Background: an optimization exercise with open tools, aiming at small area. Do not read the settings as production practice. Where RTL was checked, it was by simulation tests only, not by an equivalence proof against the original. No activity file was given, so power comes from the tool's default toggle rates.

v34:
Design combined_image_upload_splitter_core, start of the top module:
module combined_image_upload_splitter_core (
  input  logic              clk,
  input  logic              rst,
  input  logic              psel,
  input  logic              penable,
  input  logic              pwrite,
  input  logic [2:0]        paddr,
  input  logic [31:0]       pwdata,
  output logic [31:0]       prdata,
  output logic              pready,
  input  logic              byte_valid,
  output logic              byte_ready,
  input  logic [7:0]        data_byte,
  input  logic              first_byte,
  output logic              result_valid,
  input  logic              result_ready,
  output logic [7:0]        data_out,
  output logic [1:0]        destination,
  output logic [31:0]       segment_offset,
  output logic [2:0]        event_res,
  output logic [31:0]       announced_length
);
export LEC_CHECK = 0
export CAP_MARGIN = 20
export CORE_MARGIN = 2
export CORE_UTILIZATION = 60
export CTS_BUF_LIST = sky130_fd_sc_hd__clkbuf_8
export SLEW_MARGIN = 20
create_clock -name core_clock -period 6.0 [get_ports {clk}]
standard.sh (not shown) runs the stock make flow with config.mk's settings and CLKGATE_MAP_FILE= SYNTH_SCRIPT=/design/flow/synth_recipe.tcl, a recipe that flattens the netlist after the stock synthesis.
==> flow/flow/run.sh <==
#!/bin/bash
# The standard layout, with the smallest buffer as each port's buffer and no dummy clock loads.
set -euo pipefail
export BUFFER_PORTS_ARGS="-buffer_cell sky130_fd_sc_hd__buf_1"
export CTS_ARGS="-sink_clustering_enable -repair_clock_nets -buf_list sky130_fd_sc_hd__clkbuf_4 sky130_fd_sc_hd__clkbuf_8 -dont_use_dummy_load"
bash standard.sh > flow.log 2>&1
v34 did not finish; a tool error ended it in clock tree synthesis.
Input changes introduced in v1 (baseline for comparison: v34):
==> flow/flow/run.sh <==
#!/bin/bash
# The standard layout, with the smallest buffer as each port's buffer and no dummy clock loads.
set -euo pipefail
export BUFFER_PORTS_ARGS="-buffer_cell sky130_fd_sc_hd__buf_1"
export CTS_ARGS="-sink_clustering_enable -repair_clock_nets -buf_list sky130_fd_sc_hd__clkbuf_8 -dont_use_dummy_load"
bash standard.sh > flow.log 2>&1
Findings:
v1 closes out successfully: all stages finished, all timing, DRC and antenna checks passed.
On area fraction in compound gates after synthesis, v34 and v1 are neck and neck.
[compare] base=v34 new=v1: fraction of the mapped netlist area in adder cells comparable, cell count after placement level, mean post-synth cell area did not really move, synthesized-area fraction occupied by xor and xnor cells did not really move.
No run of this note included a check of the RTL's function; only the layout flow was run.


Another version of the RTL of combined_image_upload_splitter_core (not shown whole).
Size in the first run: about 150 flip-flops, ~160 I/O pins, about 9900 sq um of cells after synthesis.
// combined_image_upload_splitter_core
module combined_image_upload_splitter_core (
  input  logic              clk,
  input  logic              rst,
  input  logic              psel,
  input  logic              penable,
  input  logic              pwrite,
  input  logic [2:0]        paddr,
  input  logic [31:0]       pwdata,
  output logic [31:0]       prdata,
  output logic              pready,
  input  logic              byte_valid,
  output logic              byte_ready,
  input  logic [7:0]        data_byte,
  input  logic              first_byte,
  output logic              result_valid,
  input  logic              result_ready,
  output logic [7:0]        data_out,
  output logic [1:0]        destination,
  output logic [31:0]       segment_offset,
  output logic [2:0]        event_res,
  output logic [31:0]       announced_length
);
  logic [31:0] expected_total;
  logic [1:0]  phase, phase_nxt;
  logic [31:0] off, off_nxt;
  logic [31:0] lo, lo_nxt;
  logic [31:0] hi, hi_nxt;
  logic        mg, mg_nxt;
  logic [2:0]  ev, ev_nxt;
  logic [1:0]  dest, dest_nxt;
  logic [7:0]  dout;
  logic        accept;
  cius_cfg u_cfg (
    .clk            (clk),
    .rst            (rst),
    .psel           (psel),
    .penable        (penable),
    .pwrite         (pwrite),
    .paddr          (paddr),
    .pwdata         (pwdata),
    .prdata         (prdata),
    .pready         (pready),
    .expected_total (expected_total)
  );
  cius_step u_step (
    .phase          (phase),
    .off            (off),
    .lo             (lo),
    .hi             (hi),
    .mg             (mg),
    .ev             (ev),
    .expected_total (expected_total),
    .data_byte      (data_byte),
    .first_byte     (first_byte),
  ...
clock: 6.0 ns
lec_check: 0
cap_margin: 20
core_margin: 2
core_utilization: 60
cts_buf_list: sky130_fd_sc_hd__clkbuf_8
gpl_timing_driven: 0
slew_margin: 20
==> flow/flow/run.sh <==
#!/bin/bash
# The standard layout, with the smallest buffer as each port's buffer and no dummy clock loads.
set -euo pipefail
export BUFFER_PORTS_ARGS="-buffer_cell sky130_fd_sc_hd__buf_1"
export CTS_ARGS="-sink_clustering_enable -repair_clock_nets -buf_list sky130_fd_sc_hd__clkbuf_8 -dont_use_dummy_load"
bash standard.sh > flow.log 2>&1
The starting point went through all stages and came out clean.
Change:
--- a/flow/flow/run.sh
+++ b/flow/flow/run.sh
@@ -4,3 +4,4 @@
 export BUFFER_PORTS_ARGS="-buffer_cell sky130_fd_sc_hd__buf_1"
 export CTS_ARGS="-sink_clustering_enable -repair_clock_nets -buf_list sky130_fd_sc_hd__clkbuf_8 -dont_use_dummy_load"
+export RECOVER_POWER=100
 bash standard.sh > flow.log 2>&1
- GPL_TIMING_DRIVEN: 0 -> default
The changed run reached the layout checks and failed them: max-capacitance violations, max-slew violations.
Final cell count went down by 0.97%.
Total power went down by 1.3%.
Clock skew went up by 9.0 ps.
Die area does not change.
Worst hold slack gets worse by 3.6 ps.
Change:
--- a/flow/flow/run.sh
+++ b/flow/flow/run.sh
@@ -4,4 +4,3 @@
 export BUFFER_PORTS_ARGS="-buffer_cell sky130_fd_sc_hd__buf_1"
 export CTS_ARGS="-sink_clustering_enable -repair_clock_nets -buf_list sky130_fd_sc_hd__clkbuf_8 -dont_use_dummy_load"
-export RECOVER_POWER=100
 bash standard.sh > flow.log 2>&1
What happened:
- The new run passed the timing, DRC and antenna checks
- worst hold slack barely changes
- via count climbs by 0.39%
- routed wire length is about the same
- design area climbs by 0.48%
- global-route usage stays the same
- non-clock buffer count does not change


Another version of the RTL of combined_image_upload_splitter_core (not shown whole).
For scale: ~150 flip-flops, ~10000 um^2 of cells after synthesis.
==> flow/config.mk <==
export PLATFORM = sky130hd
export DESIGN_NAME = combined_image_upload_splitter_core
export DESIGN_NICKNAME = combined_image_upload_splitter_core
export VERILOG_FILES = /design/flow/design.v
export SDC_FILE = /design/flow/constraint.sdc
export NUM_CORES = 4
export LEC_CHECK = 0
export CAP_MARGIN = 20
export CORE_MARGIN = 2
export CORE_UTILIZATION = 40
export SLEW_MARGIN = 20
==> flow/constraint.sdc <==
create_clock -name core_clock -period 6.0 [get_ports {clk}]
set_input_delay 1.2000 -clock core_clock [delete_from_list [all_inputs] [get_ports {clk}]]
set_output_delay 1.2000 -clock core_clock [all_outputs]
set_load 0.01 [all_outputs]
run.sh (not shown) runs the stock make flow with config.mk's settings and CLKGATE_MAP_FILE= SYNTH_SCRIPT=/design/flow/synth_recipe.tcl, a recipe that flattens the netlist after the stock synthesis.
Stock flow here: none of the scripts above is used.
Change:
==> flow/flow/run.sh (new file) <==
#!/bin/bash
# The standard layout, with the smallest buffer as each port's buffer.
set -euo pipefail
export BUFFER_PORTS_ARGS="-buffer_cell sky130_fd_sc_hd__buf_1"
bash standard.sh > flow.log 2>&1
==> flow/standard.sh (new file) <==
#!/bin/bash
# synth_recipe.tcl (not shown) runs the flow's synth.tcl, then flattens the netlist and writes it again
# the make line also repeats each setting of config.mk as NAME=value (left out here)
make -C /OpenROAD-flow-scripts/flow DESIGN_CONFIG=/design/flow/config.mk WORK_HOME=/design/flow/orfs CLKGATE_MAP_FILE= SYNTH_SCRIPT=/design/flow/synth_recipe.tcl "${@:-finish}"
- CORE_UTILIZATION: 40 -> 60
- CTS_BUF_LIST: not set -> sky130_fd_sc_hd__clkbuf_8
removed: flow/run.sh
What happened:
- The changed run produced a clean layout
- clock power fell by a quarter to a third
- non-clock buffer count rose by 3
- area after synthesis stays the same
- design area fell by roughly a tenth
- critical path depth stays the same
- maximum frequency rose by a few percent
- worst setup slack gets better by 190 ps
- clock-buffer cell count fell by 4
- combinational power fell by roughly a tenth
- power fell by roughly a tenth
Change:
==> flow/flow/run.sh (replaced) <==
#!/bin/bash
# The standard layout, with the smallest buffer as each port's buffer and no dummy clock loads.
set -euo pipefail
export BUFFER_PORTS_ARGS="-buffer_cell sky130_fd_sc_hd__buf_1"
export CTS_ARGS="-sink_clustering_enable -repair_clock_nets -buf_list sky130_fd_sc_hd__clkbuf_8 -dont_use_dummy_load"
bash standard.sh > flow.log 2>&1
Total power went down by 7.3%.
First-iteration DRC count went up by 3.3%.
Count of clock-buffer cells in the layout is unchanged.
Hold slack is about the same.
Change:
==> flow/flow/run.sh (replaced) <==
#!/bin/bash
# The standard layout, with the smallest buffer as each port's buffer.
set -euo pipefail
export BUFFER_PORTS_ARGS="-buffer_cell sky130_fd_sc_hd__buf_1"
bash standard.sh > flow.log 2>&1
- CTS_CLUSTER_DIAMETER: not set -> 100
- CTS_CLUSTER_SIZE: not set -> 40
Outcome: Utilization rose by 0.88 points; register-to-register slack hardly moves; fmax stays flat; die area stays the same; synthesized cell count stays the same; flip-flop and latch count is unchanged; worst setup slack is about the same.
Change:
- CORE_UTILIZATION: 60 -> 40
- CTS_BUF_LIST: sky130_fd_sc_hd__clkbuf_8 -> not set
- CTS_CLUSTER_DIAMETER: 100 -> not set
- CTS_CLUSTER_SIZE: 40 -> not set
Result: Clock-buffer cell count is unchanged. Worst hold slack hardly moves. Sequential cell count is unchanged. Sequential power barely changes. Global-route usage falls by 8.8 points. Setup slack loses 98 ps. Total power is higher by 15%. Critical path depth stays the same. Combinational power barely changes.


Another version of the RTL of combined_image_upload_splitter_core (not shown whole).
Size in the first run: ~950 cells after synthesis, about 150 flip-flops, roughly 160 I/O pins.
==> flow/config.mk <==
export PLATFORM = sky130hd
export DESIGN_NAME = combined_image_upload_splitter_core
export DESIGN_NICKNAME = combined_image_upload_splitter_core
export VERILOG_FILES = /design/flow/design.v
export SDC_FILE = /design/flow/constraint.sdc
export NUM_CORES = 4
export LEC_CHECK = 0
export CAP_MARGIN = 20
export CORE_MARGIN = 2
export CORE_UTILIZATION = 60
export CTS_BUF_LIST = sky130_fd_sc_hd__clkbuf_8
export SLEW_MARGIN = 20
==> flow/constraint.sdc <==
create_clock -name core_clock -period 6.0 [get_ports {clk}]
set_input_delay 1.2000 -clock core_clock [delete_from_list [all_inputs] [get_ports {clk}]]
set_output_delay 1.2000 -clock core_clock [all_outputs]
set_load 0.01 [all_outputs]
standard.sh (not shown) runs the stock make flow with config.mk's settings and CLKGATE_MAP_FILE= SYNTH_SCRIPT=/design/flow/synth_recipe.tcl, a recipe that flattens the netlist after the stock synthesis.
==> flow/flow/run.sh <==
#!/bin/bash
# The standard layout, with the smallest buffer as each port's buffer and no dummy clock loads.
set -euo pipefail
export BUFFER_PORTS_ARGS="-buffer_cell sky130_fd_sc_hd__buf_1"
export CTS_ARGS="-sink_clustering_enable -sink_clustering_size 30 -sink_clustering_max_diameter 150 -sink_clustering_levels 1 -repair_clock_nets -buf_list sky130_fd_sc_hd__clkbuf_8 -dont_use_dummy_load"
bash standard.sh > flow.log 2>&1
Change:
==> flow/flow/run.sh (replaced) <==
#!/bin/bash
# The standard layout, with the smallest buffer as each port's buffer and no dummy clock loads.
set -euo pipefail
export BUFFER_PORTS_ARGS="-buffer_cell sky130_fd_sc_hd__buf_1"
export CTS_ARGS="-repair_clock_nets -buf_list sky130_fd_sc_hd__clkbuf_8 -dont_use_dummy_load"
bash standard.sh > flow.log 2>&1
Worst setup slack is unchanged.
Via count does not change.
Critical path depth is unchanged.
Core utilization does not change.
Maximum frequency stays the same.
Routed wire length stays the same.
Combinational power hardly moves.
Sequential power stays flat.
Final cell count stays the same.
Change:
==> flow/flow/run.sh (replaced) <==
#!/bin/bash
# The standard layout, with the smallest buffer as each port's buffer and no dummy clock loads.
set -euo pipefail
export BUFFER_PORTS_ARGS="-buffer_cell sky130_fd_sc_hd__buf_1"
export CTS_ARGS="-sink_clustering_enable -repair_clock_nets -buf_list sky130_fd_sc_hd__clkbuf_8 -dont_use_dummy_load"
bash standard.sh > flow.log 2>&1
Final cell count stays the same.
Clock skew stays the same.
Worst hold slack stays the same.
Critical path depth does not change.
Worst setup slack stays the same.
Via count does not change.
Fmax is unchanged.
Sequential power stays flat.
Die area stays the same.
Non-clock buffer count is unchanged.
Total power does not change.


combined_image_upload_splitter_core with an RTL version that a note above also has.
Design combined_image_upload_splitter_core, start of the top module:
module combined_image_upload_splitter_core (
  input  logic              clk,
  input  logic              rst,
  input  logic              psel,
  input  logic              penable,
  input  logic              pwrite,
  input  logic [2:0]        paddr,
  input  logic [31:0]       pwdata,
  output logic [31:0]       prdata,
  output logic              pready,
  input  logic              byte_valid,
  output logic              byte_ready,
  input  logic [7:0]        data_byte,
  input  logic              first_byte,
  output logic              result_valid,
  input  logic              result_ready,
  output logic [7:0]        data_out,
  output logic [1:0]        destination,
  output logic [31:0]       segment_offset,
  output logic [2:0]        event_res,
  output logic [31:0]       announced_length
);
clock: 6.0 ns
lec_check: 0
cap_margin: 20
core_margin: 2
core_utilization: 75
cts_buf_list: sky130_fd_sc_hd__clkbuf_8
slew_margin: 20
==> flow/flow/run.sh <==
#!/bin/bash
# The standard layout, with the smallest buffer as each port's buffer.
set -euo pipefail
export BUFFER_PORTS_ARGS="-buffer_cell sky130_fd_sc_hd__buf_1"
bash standard.sh > flow.log 2>&1
The baseline ran to the end with no violations.
Then changed:
==> flow/flow/run.sh (replaced) <==
#!/bin/bash
set -euo pipefail
export BUFFER_PORTS_ARGS="-buffer_cell sky130_fd_sc_hd__buf_1"
export CTS_ARGS="-sink_clustering_enable -repair_clock_nets -buf_list sky130_fd_sc_hd__clkbuf_8 -dont_use_dummy_load -sink_clustering_size 30 -sink_clustering_max_diameter 80"
bash standard.sh > flow.log 2>&1
Settings changed: CORE_UTILIZATION 75 to 60.
Design area went down by 0.75%.
Setup slack is better by 0.20 ns.
Flip-flop and latch count does not change.
Routed wire length went down by 4.8%.
Die area went up by 24%.
Sequential power is about the same.
Cell count went up by 2.7%.

[static timing again, ports no longer ideal]
How much do the figures lean on ideal ports? The routed layouts below were timed once more, with nothing changed but the port constraints.
Step 1 (the two cells are an assumption about what drives the block):
set clk [get_ports {clk}]
set_driving_cell -lib_cell sky130_fd_sc_hd__clkbuf_16 $clk
set_driving_cell -lib_cell sky130_fd_sc_hd__buf_2 [delete_from_list [all_inputs] $clk]
Step 2 moves the port delays by t, midway between the first and last clock arrival at a register: inputs arrive t later, outputs are due t later. That takes back most of the time a late clock gives input paths.
a / b / c = ideal / step 1 / step 2; a / b = the first two.
| run | shift t [ns] | setup slack, ns | latest minus earliest clock arrival (ns) |
|---|---|---|---|
| v1 | 0.484 | 2.001 / 2.014 / 1.533 | 0.030 / 0.029 |
| the first run of note 2 | 0.493 | 0.587 / 0.587 / 0.587 | 0.030 / 0.030 |
| the second run of note 2 | 0.488 | 0.450 / 0.450 / 0.450 | 0.038 / 0.038 |
| the third run of note 2 | 0.487 | 0.634 / 0.634 / 0.634 | 0.037 / 0.037 |
| the first run of note 3 | 0.473 | 0.603 / 0.603 / 0.603 | 0.012 / 0.012 |
| the second run of note 3 | 0.489 | 0.793 / 0.793 / 0.793 | 0.010 / 0.010 |
| the third run of note 3 | 0.480 | 0.793 / 0.793 / 0.793 | 0.027 / 0.027 |
| the fourth run of note 3 | 0.489 | 0.793 / 0.793 / 0.793 | 0.010 / 0.010 |
| the fifth run of note 3 | 0.478 | 0.695 / 0.695 / 0.695 | 0.014 / 0.013 |
| the first run of note 4 | 0.493 | 1.420 / 1.420 / 1.420 | 0.034 / 0.033 |
| the second run of note 4 | 0.493 | 1.420 / 1.420 / 1.420 | 0.034 / 0.033 |
| the third run of note 4 | 0.493 | 1.420 / 1.420 / 1.420 | 0.034 / 0.033 |
| the first run of note 5 | 0.508 | 0.592 / 0.592 / 0.592 | 0.011 / 0.011 |
| the second run of note 5 | 0.480 | 0.793 / 0.793 / 0.793 | 0.027 / 0.027 |
The setup slack of v1, which loses most, moves by +0.013 ns with the drivers and by -0.468 ns with both steps.
